Source: an optimization exercise on an open RTL-to-GDS flow (aim: small area). Production flows keep margins and buffers that such runs may drop.
At most, simulation tests tie the RTL to the original design; equivalence was not proved.
Power figures rest on the tool's default switching activity, not on a simulated workload.

==> inputs of build 77 <==
// param_sync_fifo
module param_sync_fifo #(
  parameter int WIDTH        = 128,
  parameter int DEPTH        = 16,
  parameter int ALM_FULL_TH  = DEPTH - 2,
  parameter int ALM_EMPTY_TH = 2,
  parameter int FWFT         = 0
) (
  input  logic                clk,
  input  logic                reset,
  input  logic                i_wren,
  input  logic [WIDTH-1:0]    i_wrdata,
  input  logic                i_rden,
  input  logic                i_clr_err,
  output logic [WIDTH-1:0]    o_rddata,
  output logic                o_full,
  output logic                o_empty,
  output logic                o_alm_full,
  output logic                o_alm_empty,
  output logic [$clog2(DEPTH+1)-1:0] o_count,
  output logic                o_overflow,
  output logic                o_underflow
);
  localparam int PW = (DEPTH > 1) ? $clog2(DEPTH) : 1;
  localparam int CW = $clog2(DEPTH + 1);
  if (!(ALM_EMPTY_TH >= 0 && ALM_EMPTY_TH < ALM_FULL_TH && ALM_FULL_TH <= DEPTH && DEPTH >= 2
        && WIDTH >= 1 && (FWFT == 0 || FWFT == 1))) begin : g_bad_params
    $fatal(1, "param_sync_fifo: illegal parameter set");
  end
  logic [WIDTH-1:0] r_mem [DEPTH];
  logic [PW-1:0]    r_wr_ptr;
  logic [PW-1:0]    r_rd_ptr;
  logic [CW-1:0]    r_count;
  logic             r_full;
  logic             r_empty;
  logic             r_alm_full;
  logic             r_alm_empty;
  logic             r_overflow;
  logic             r_underflow;
  logic [WIDTH-1:0] r_rddata;
  logic             w_rd_acc;
  logic             w_wr_acc;
  logic [CW-1:0]    w_count_nxt;
  logic [PW-1:0]    w_wr_ptr_nxt;
  logic [PW-1:0]    w_rd_ptr_nxt;
  assign w_rd_acc     = i_rden && !r_empty;
  assign w_wr_acc     = i_wren && (!r_full || w_rd_acc);
  assign w_wr_ptr_nxt = (r_wr_ptr == PW'(DEPTH - 1)) ? '0 : r_wr_ptr + PW'(1);
  ...
==> module param_sync_fifo, before the edit <==
module param_sync_fifo #(
  parameter int WIDTH        = 128,
  parameter int DEPTH        = 16,
  parameter int ALM_FULL_TH  = DEPTH - 2,
  parameter int ALM_EMPTY_TH = 2,
  parameter int FWFT         = 0
) (
  input  logic                clk,
  input  logic                reset,
  input  logic                i_wren,
  input  logic [WIDTH-1:0]    i_wrdata,
  input  logic                i_rden,
  input  logic                i_clr_err,
  output logic [WIDTH-1:0]    o_rddata,
  output logic                o_full,
  output logic                o_empty,
  output logic                o_alm_full,
  output logic                o_alm_empty,
  output logic [$clog2(DEPTH+1)-1:0] o_count,
  output logic                o_overflow,
  output logic                o_underflow
);
  localparam int PW = (DEPTH > 1) ? $clog2(DEPTH) : 1;
  localparam int CW = $clog2(DEPTH + 1);
  if (!(ALM_EMPTY_TH >= 0 && ALM_EMPTY_TH < ALM_FULL_TH && ALM_FULL_TH <= DEPTH && DEPTH >= 2
        && WIDTH >= 1 && (FWFT == 0 || FWFT == 1))) begin : g_bad_params
    $fatal(1, "param_sync_fifo: illegal parameter set");
  end
  logic [WIDTH-1:0] r_mem [DEPTH];
  logic [PW-1:0]    r_wr_ptr;
  logic [PW-1:0]    r_rd_ptr;
  logic [CW-1:0]    r_count;
  logic             r_full;
  logic             r_empty;
  logic             r_alm_full;
  logic             r_alm_empty;
  logic             r_overflow;
  logic             r_underflow;
  logic [WIDTH-1:0] r_rddata;
  logic             w_rd_acc;
  logic             w_wr_acc;
  logic [CW-1:0]    w_count_nxt;
  logic [PW-1:0]    w_wr_ptr_nxt;
  logic [PW-1:0]    w_rd_ptr_nxt;
  assign w_rd_acc     = i_rden && !r_empty;
  assign w_wr_acc     = i_wren && (!r_full || w_rd_acc);
  assign w_wr_ptr_nxt = (r_wr_ptr == PW'(DEPTH - 1)) ? '0 : r_wr_ptr + PW'(1);
  assign w_rd_ptr_nxt = (r_rd_ptr == PW'(DEPTH - 1)) ? '0 : r_rd_ptr + PW'(1);
  always_comb begin
    w_count_nxt = r_count;
    if (w_wr_acc && !w_rd_acc)
      w_count_nxt = r_count + CW'(1);
    else if (w_rd_acc && !w_wr_acc)
      w_count_nxt = r_count - CW'(1);
  end
  always_ff @(posedge clk) begin
    if (!reset && w_wr_acc)
      r_mem[r_wr_ptr] <= i_wrdata;
  end
  always_ff @(posedge clk) begin
    if (reset) begin
      r_wr_ptr    <= '0;
      r_rd_ptr    <= '0;
      r_count     <= '0;
      r_full      <= 1'b0;
      r_empty     <= 1'b1;
      r_alm_full  <= 1'b0;
      r_alm_empty <= 1'b1;
      r_overflow  <= 1'b0;
      r_underflow <= 1'b0;
      r_rddata    <= '0;
    end else begin
      if (w_wr_acc)
        r_wr_ptr <= w_wr_ptr_nxt;
      if (w_rd_acc) begin
        r_rd_ptr <= w_rd_ptr_nxt;
        r_rddata <= r_mem[r_rd_ptr];
      end
      r_count     <= w_count_nxt;
      r_full      <= (w_count_nxt == CW'(DEPTH));
      r_empty     <= (w_count_nxt == '0);
      r_alm_full  <= (w_count_nxt >= CW'(ALM_FULL_TH));
      r_alm_empty <= (w_count_nxt <= CW'(ALM_EMPTY_TH));
      if (i_wren && r_full && !w_rd_acc)
        r_overflow <= 1'b1;
      else if (i_clr_err)
        r_overflow <= 1'b0;
      if (i_rden && r_empty)
        r_underflow <= 1'b1;
      else if (i_clr_err)
        r_underflow <= 1'b0;
    end
  end
  if (FWFT != 0) begin : g_fwft
    assign o_rddata = r_empty ? '0 : r_mem[r_rd_ptr];
  end else begin : g_reg_read
    assign o_rddata = r_rddata;
  end
  assign o_full      = r_full;
  assign o_empty     = r_empty;
  assign o_alm_full  = r_alm_full;
  assign o_alm_empty = r_alm_empty;
  assign o_count     = r_count;
  assign o_overflow  = r_overflow;
  assign o_underflow = r_underflow;
endmodule
clock: 3.2 ns
lec_check: 0
cap_margin: 20
core_margin: 2
core_utilization: 40
slew_margin: 20
run.sh (not shown) runs the stock make flow with config.mk's settings and CLKGATE_MAP_FILE= SYNTH_SCRIPT=/design/flow/synth_recipe.tcl, a recipe that flattens the netlist after the stock synthesis.
==> inputs of build 95, as changes to build 77 <==
--- a/flow/design.v
+++ b/flow/design.v
@@ -20,15 +20,14 @@
   output logic                o_overflow,
   output logic                o_underflow
 );
-  localparam int PW = (DEPTH > 1) ? $clog2(DEPTH) : 1;
   localparam int CW = $clog2(DEPTH + 1);
   if (!(ALM_EMPTY_TH >= 0 && ALM_EMPTY_TH < ALM_FULL_TH && ALM_FULL_TH <= DEPTH && DEPTH >= 2
-        && WIDTH >= 1 && (FWFT == 0 || FWFT == 1))) begin : g_bad_params
+        && WIDTH >= 1 && FWFT == 0)) begin : g_bad_params
     $fatal(1, "param_sync_fifo: illegal parameter set");
   end
   logic [WIDTH-1:0] r_mem [DEPTH];
-  logic [PW-1:0]    r_wr_ptr;
-  logic [PW-1:0]    r_rd_ptr;
+  logic [DEPTH-1:0] r_wr_sel;    
+  logic [DEPTH-1:0] r_rd_sel;    
   logic [CW-1:0]    r_count;
   logic             r_full;
   logic             r_empty;
@@ -40,12 +39,9 @@
   logic             w_rd_acc;
   logic             w_wr_acc;
   logic [CW-1:0]    w_count_nxt;
-  logic [PW-1:0]    w_wr_ptr_nxt;
-  logic [PW-1:0]    w_rd_ptr_nxt;
-  assign w_rd_acc     = i_rden && !r_empty;
-  assign w_wr_acc     = i_wren && (!r_full || w_rd_acc);
-  assign w_wr_ptr_nxt = (r_wr_ptr == PW'(DEPTH - 1)) ? '0 : r_wr_ptr + PW'(1);
-  assign w_rd_ptr_nxt = (r_rd_ptr == PW'(DEPTH - 1)) ? '0 : r_rd_ptr + PW'(1);
+  logic [WIDTH-1:0] w_rd_word;
+  assign w_rd_acc = i_rden && !r_empty;
+  assign w_wr_acc = i_wren && (!r_full || w_rd_acc);
   always_comb begin
     w_count_nxt = r_count;
     if (w_wr_acc && !w_rd_acc)
@@ -53,14 +49,21 @@
     else if (w_rd_acc && !w_wr_acc)
       w_count_nxt = r_count - CW'(1);
   end
-  always_ff @(posedge clk) begin
-    if (!reset && w_wr_acc)
-      r_mem[r_wr_ptr] <= i_wrdata;
+  for (genvar i = 0; i < DEPTH; i++) begin : g_row
+    always_ff @(posedge clk) begin
+      if (w_wr_acc && r_wr_sel[i])
+        r_mem[i] <= i_wrdata;
+    end
+  end
+  always_comb begin
+    w_rd_word = '0;
+    for (int i = 0; i < DEPTH; i++)
+      w_rd_word = w_rd_word | (r_mem[i] & {WIDTH{r_rd_sel[i]}});
   end
   always_ff @(posedge clk) begin
     if (reset) begin
-      r_wr_ptr    <= '0;
-      r_rd_ptr    <= '0;
+      r_wr_sel    <= DEPTH'(1);
+      r_rd_sel    <= DEPTH'(1);
       r_count     <= '0;
       r_full      <= 1'b0;
       r_empty     <= 1'b1;
@@ -71,10 +74,10 @@
       r_rddata    <= '0;
     end else begin
       if (w_wr_acc)
-        r_wr_ptr <= w_wr_ptr_nxt;
+        r_wr_sel <= {r_wr_sel[DEPTH-2:0], r_wr_sel[DEPTH-1]};
       if (w_rd_acc) begin
-        r_rd_ptr <= w_rd_ptr_nxt;
-        r_rddata <= r_mem[r_rd_ptr];
+        r_rd_sel <= {r_rd_sel[DEPTH-2:0], r_rd_sel[DEPTH-1]};
+        r_rddata <= w_rd_word;
       end
       r_count     <= w_count_nxt;
       r_full      <= (w_count_nxt == CW'(DEPTH));
@@ -91,11 +94,7 @@
         r_underflow <= 1'b0;
     end
   end
-  if (FWFT != 0) begin : g_fwft
-    assign o_rddata = r_empty ? '0 : r_mem[r_rd_ptr];
-  end else begin : g_reg_read
-    assign o_rddata = r_rddata;
-  end
+  assign o_rddata    = r_rddata;
   assign o_full      = r_full;
   assign o_empty     = r_empty;
   assign o_alm_full  = r_alm_full;
--- a/flow/config.mk
+++ b/flow/config.mk
@@ -5,7 +5,10 @@
 export SDC_FILE = /design/flow/constraint.sdc
 export NUM_CORES = 4
 export LEC_CHECK = 0
+export ABC_AREA = 1
 export CAP_MARGIN = 20
 export CORE_MARGIN = 2
-export CORE_UTILIZATION = 40
+export CORE_UTILIZATION = 65
+export CTS_BUF_LIST = sky130_fd_sc_hd__clkbuf_4 sky130_fd_sc_hd__clkbuf_8
+export CTS_CLUSTER_SIZE = 30
 export SLEW_MARGIN = 20
==> inputs of build 10, as changes to build 77 <==
==> flow/design.v (replaced) <==
module param_sync_fifo #(
  parameter int WIDTH        = 128,
  parameter int DEPTH        = 16,
  parameter int ALM_FULL_TH  = DEPTH - 2,
  parameter int ALM_EMPTY_TH = 2,
  parameter int FWFT         = 0
) (
  input  logic                clk,
  input  logic                reset,
  input  logic                i_wren,
  input  logic [WIDTH-1:0]    i_wrdata,
  input  logic                i_rden,
  input  logic                i_clr_err,
  output logic [WIDTH-1:0]    o_rddata,
  output logic                o_full,
  output logic                o_empty,
  output logic                o_alm_full,
  output logic                o_alm_empty,
  output logic [$clog2(DEPTH+1)-1:0] o_count,
  output logic                o_overflow,
  output logic                o_underflow
);
  localparam int CW = $clog2(DEPTH + 1);
  logic [WIDTH-1:0] r_mem [DEPTH];
  logic [DEPTH-1:0] r_wr_sel;    
  logic [DEPTH-1:0] r_rd_sel;    
  logic [CW-1:0]    r_count;
  logic             r_full;
  logic             r_empty;
  logic             r_alm_full;
  logic             r_alm_empty;
  logic             r_overflow;
  logic             r_underflow;
  logic [WIDTH-1:0] r_rddata;
  logic             w_rd_acc;
  logic             w_wr_acc;
  logic [CW-1:0]    w_count_nxt;
  logic [WIDTH-1:0] w_rd_word;
  assign w_rd_acc = i_rden && !r_empty;
  assign w_wr_acc = i_wren && (!r_full || w_rd_acc);
  always_comb begin
    w_count_nxt = r_count;
    if (w_wr_acc && !w_rd_acc)
      w_count_nxt = r_count + CW'(1);
    else if (w_rd_acc && !w_wr_acc)
      w_count_nxt = r_count - CW'(1);
  end
  logic [DEPTH-1:0] w_row_we;
  logic [DEPTH-1:0] w_row_keep;
  assign w_row_we   = r_wr_sel & {DEPTH{w_wr_acc}};
  assign w_row_keep = ~w_row_we;
  for (genvar i = 0; i < DEPTH; i++) begin : g_row
    logic [WIDTH-1:0] w_mem_nxt;
    for (genvar b = 0; b < WIDTH; b++) begin : g_bit
      fifo_ao22 u_hold (
        .a1(i_wrdata[b]), .a2(w_row_we[i]),
        .b1(r_mem[i][b]), .b2(w_row_keep[i]),
        .y(w_mem_nxt[b])
      );
    end
    always_ff @(posedge clk)
      r_mem[i] <= w_mem_nxt;
  end
  logic [DEPTH-1:0] w_rd_gate;
  logic             w_hold;
  assign w_rd_gate = r_rd_sel & {DEPTH{w_rd_acc && !reset}};
  assign w_hold    = !w_rd_acc && !reset;
  for (genvar b = 0; b < WIDTH; b++) begin : g_rd_bit
    logic [4:0] w_grp_n;
    for (genvar g = 0; g < 5; g++) begin : g_grp
      fifo_aoi222 u_aoi (
        .a1(r_mem[3*g][b]),   .a2(w_rd_gate[3*g]),
        .b1(r_mem[3*g+1][b]), .b2(w_rd_gate[3*g+1]),
        .c1(r_mem[3*g+2][b]), .c2(w_rd_gate[3*g+2]),
        .y(w_grp_n[g])
      );
    end
    fifo_rd_join u_join (
      .grp_n(w_grp_n),
      .a1(r_mem[15][b]), .a2(w_rd_gate[15]),
      .b1(r_rddata[b]),  .b2(w_hold),
      .y(w_rd_word[b])
    );
  end
  always_ff @(posedge clk)
    r_rddata <= w_rd_word;
  always_ff @(posedge clk) begin
    if (reset) begin
      r_wr_sel    <= DEPTH'(1);
      r_rd_sel    <= DEPTH'(1);
      r_count     <= '0;
      r_full      <= 1'b0;
      r_empty     <= 1'b1;
      r_alm_full  <= 1'b0;
      r_alm_empty <= 1'b1;
      r_overflow  <= 1'b0;
      r_underflow <= 1'b0;
    end else begin
      if (w_wr_acc)
        r_wr_sel <= {r_wr_sel[DEPTH-2:0], r_wr_sel[DEPTH-1]};
      if (w_rd_acc) begin
        r_rd_sel <= {r_rd_sel[DEPTH-2:0], r_rd_sel[DEPTH-1]};
      end
      r_count     <= w_count_nxt;
      r_full      <= (w_count_nxt == CW'(DEPTH));
      r_empty     <= (w_count_nxt == '0);
      r_alm_full  <= (w_count_nxt >= CW'(ALM_FULL_TH));
      r_alm_empty <= (w_count_nxt <= CW'(ALM_EMPTY_TH));
      if (i_wren && r_full && !w_rd_acc)
        r_overflow <= 1'b1;
      else if (i_clr_err)
        r_overflow <= 1'b0;
      if (i_rden && r_empty)
        r_underflow <= 1'b1;
      else if (i_clr_err)
        r_underflow <= 1'b0;
    end
  end
  assign o_rddata    = r_rddata;
  assign o_full      = r_full;
  assign o_empty     = r_empty;
  assign o_alm_full  = r_alm_full;
  assign o_alm_empty = r_alm_empty;
  assign o_count     = r_count;
  assign o_overflow  = r_overflow;
  assign o_underflow = r_underflow;
endmodule
module fifo_aoi222 (
  input  logic a1, a2, b1, b2, c1, c2,
  output logic y
);
  assign y = ~((a1 & a2) | (b1 & b2) | (c1 & c2));
endmodule
module fifo_rd_join (
  input  logic [4:0] grp_n,
  input  logic       a1, a2, b1, b2,
  output logic       y
);
  assign y = ~&grp_n | (a1 & a2) | (b1 & b2);
endmodule
module fifo_ao22 (
  input  logic a1, a2, b1, b2,
  output logic y
);
  assign y = (a1 & a2) | (b1 & b2);
endmodule
==> flow/flow/run.sh (new file) <==
#!/bin/bash
# Own layout flow: the standard synthesis unchanged, then the standard ORFS
# steps with smaller port buffers, a leaner clock tree and no oversized
# repair buffers. Each tool's output goes to a log file in this folder.
set -euo pipefail
here=$(pwd)
bash standard.sh synth > "$here/synth.log" 2>&1

DU="$(cat flow/dont_use.txt)"
CTS="-sink_clustering_enable -repair_clock_nets -dont_use_dummy_load -buf_list sky130_fd_sc_hd__clkbuf_8 -sink_clustering_size 20 -sink_clustering_max_diameter 50"
bash standard.sh \
  "DONT_USE_CELLS=$DU" \
  "BUFFER_PORTS_ARGS=-buffer_cell sky130_fd_sc_hd__buf_1" \
  "CTS_ARGS=$CTS" \
  finish > "$here/layout.log" 2>&1
==> flow/flow/dont_use.txt (new file) <==
 sky130_fd_sc_hd__probe_p_8 sky130_fd_sc_hd__probec_p_8 sky130_fd_sc_hd__lpflow_bleeder_1 sky130_fd_sc_hd__lpflow_clkbufkapwr_1 sky130_fd_sc_hd__lpflow_clkbufkapwr_16 sky130_fd_sc_hd__lpflow_clkbufkapwr_2 sky130_fd_sc_hd__lpflow_clkbufkapwr_4 sky130_fd_sc_hd__lpflow_clkbufkapwr_8 sky130_fd_sc_hd__lpflow_clkinvkapwr_1 sky130_fd_sc_hd__lpflow_clkinvkapwr_16 sky130_fd_sc_hd__lpflow_clkinvkapwr_2 sky130_fd_sc_hd__lpflow_clkinvkapwr_4 sky130_fd_sc_hd__lpflow_clkinvkapwr_8 sky130_fd_sc_hd__lpflow_decapkapwr_12 sky130_fd_sc_hd__lpflow_decapkapwr_3 sky130_fd_sc_hd__lpflow_decapkapwr_4 sky130_fd_sc_hd__lpflow_decapkapwr_6 sky130_fd_sc_hd__lpflow_decapkapwr_8 sky130_fd_sc_hd__lpflow_inputiso0n_1 sky130_fd_sc_hd__lpflow_inputiso0p_1 sky130_fd_sc_hd__lpflow_inputiso1n_1 sky130_fd_sc_hd__lpflow_inputiso1p_1 sky130_fd_sc_hd__lpflow_inputisolatch_1 sky130_fd_sc_hd__lpflow_isobufsrc_1 sky130_fd_sc_hd__lpflow_isobufsrc_16 sky130_fd_sc_hd__lpflow_isobufsrc_2 sky130_fd_sc_hd__lpflow_isobufsrc_4 sky130_fd_sc_hd__lpflow_isobufsrc_8 sky130_fd_sc_hd__lpflow_isobufsrckapwr_16 sky130_fd_sc_hd__lpflow_lsbuf_lh_hl_isowell_tap_1 sky130_fd_sc_hd__lpflow_lsbuf_lh_hl_isowell_tap_2 sky130_fd_sc_hd__lpflow_lsbuf_lh_hl_isowell_tap_4 sky130_fd_sc_hd__lpflow_lsbuf_lh_isowell_4 sky130_fd_sc_hd__lpflow_lsbuf_lh_isowell_tap_1 sky130_fd_sc_hd__lpflow_lsbuf_lh_isowell_tap_2 sky130_fd_sc_hd__lpflow_lsbuf_lh_isowell_tap_4  sky130_fd_sc_hd__buf_6 sky130_fd_sc_hd__buf_8 sky130_fd_sc_hd__buf_12 sky130_fd_sc_hd__buf_16 sky130_fd_sc_hd__bufinv_8 sky130_fd_sc_hd__bufinv_16 sky130_fd_sc_hd__clkbuf_16 sky130_fd_sc_hd__bufbuf_8 sky130_fd_sc_hd__bufbuf_16 sky130_fd_sc_hd__inv_8 sky130_fd_sc_hd__inv_12 sky130_fd_sc_hd__inv_16 sky130_fd_sc_hd__dfxtp_4 sky130_fd_sc_hd__clkinv_8 sky130_fd_sc_hd__clkinv_16
==> flow/standard.sh (new file) <==
#!/bin/bash
# synth_recipe.tcl (not shown) runs the flow's synth.tcl, then flattens the netlist and writes it again
# the make line also repeats each setting of config.mk as NAME=value (left out here)
make -C /OpenROAD-flow-scripts/flow DESIGN_CONFIG=/design/flow/config.mk WORK_HOME=/design/flow/orfs CLKGATE_MAP_FILE= SYNTH_SCRIPT=/design/flow/synth_recipe.tcl "${@:-finish}"
--- a/flow/config.mk
+++ b/flow/config.mk
@@ -7,5 +7,6 @@
 export LEC_CHECK = 0
 export CAP_MARGIN = 20
 export CORE_MARGIN = 2
-export CORE_UTILIZATION = 40
+export CORE_UTILIZATION = 65
 export SLEW_MARGIN = 20
+export SYNTH_HIERARCHICAL = 1
removed: flow/run.sh
==> comparison <==
Build 10 finished with setup timing left. Build 77 completed with no timing, DRC or antenna violations. Build 95 ran to the end with no violations.
Against build 95, the power of build 10 is lower by 23%.
Utilization: build 95 > build 10 > build 77.
Combinational power, lowest first: build 77, build 10, build 95.
Of build 10 and build 95, build 95 has the higher clock power (gap 46%, measured against build 95).
Of build 77 and build 95, build 95 has the higher synthesized cell count (gap 32%, measured against build 95).
For build 77 and build 95, only the layout was checked, not whether the RTL still works.

[static timing again, ports no longer ideal]
Ports are ideal in the flow. The routed layouts listed here were re-timed in OpenROAD. Step 1, drivers: a clkbuf_16 drives clk and a buf_2 each remaining input, both assumed. Step 2 adds t to the input delays and takes it off the output delays; t is the mean of the earliest and latest rising clock arrival at the registers after step 1. Input paths then give back, and output paths get back, about the clock's delay inside the block. Three values: ideal, step 1, step 2; two values: the first two.
| run | t, ns | setup WS [ns] | clock arrival spread, ns | slew at the worst register clock pin (ns) | worst data-port slew with drivers (ns) |
|---|---|---|---|---|---|
| build 77 | 0.919 | 0.399 / 0.319 / 0.084 | 0.055 / 0.056 | 0.07 / 0.07 | 0.19 |
| build 95 | 1.064 | 0.463 / 0.382 / 0.159 | 0.053 / 0.052 | 0.07 / 0.07 | 0.12 |
| build 10 | 0.950 | -0.028 / -0.028 / -0.402 | 0.074 / 0.074 | 0.12 / 0.12 | 0.08 |
The setup slack of build 10, which loses most, moves by 0.000 ns with the drivers and by -0.374 ns with both steps.
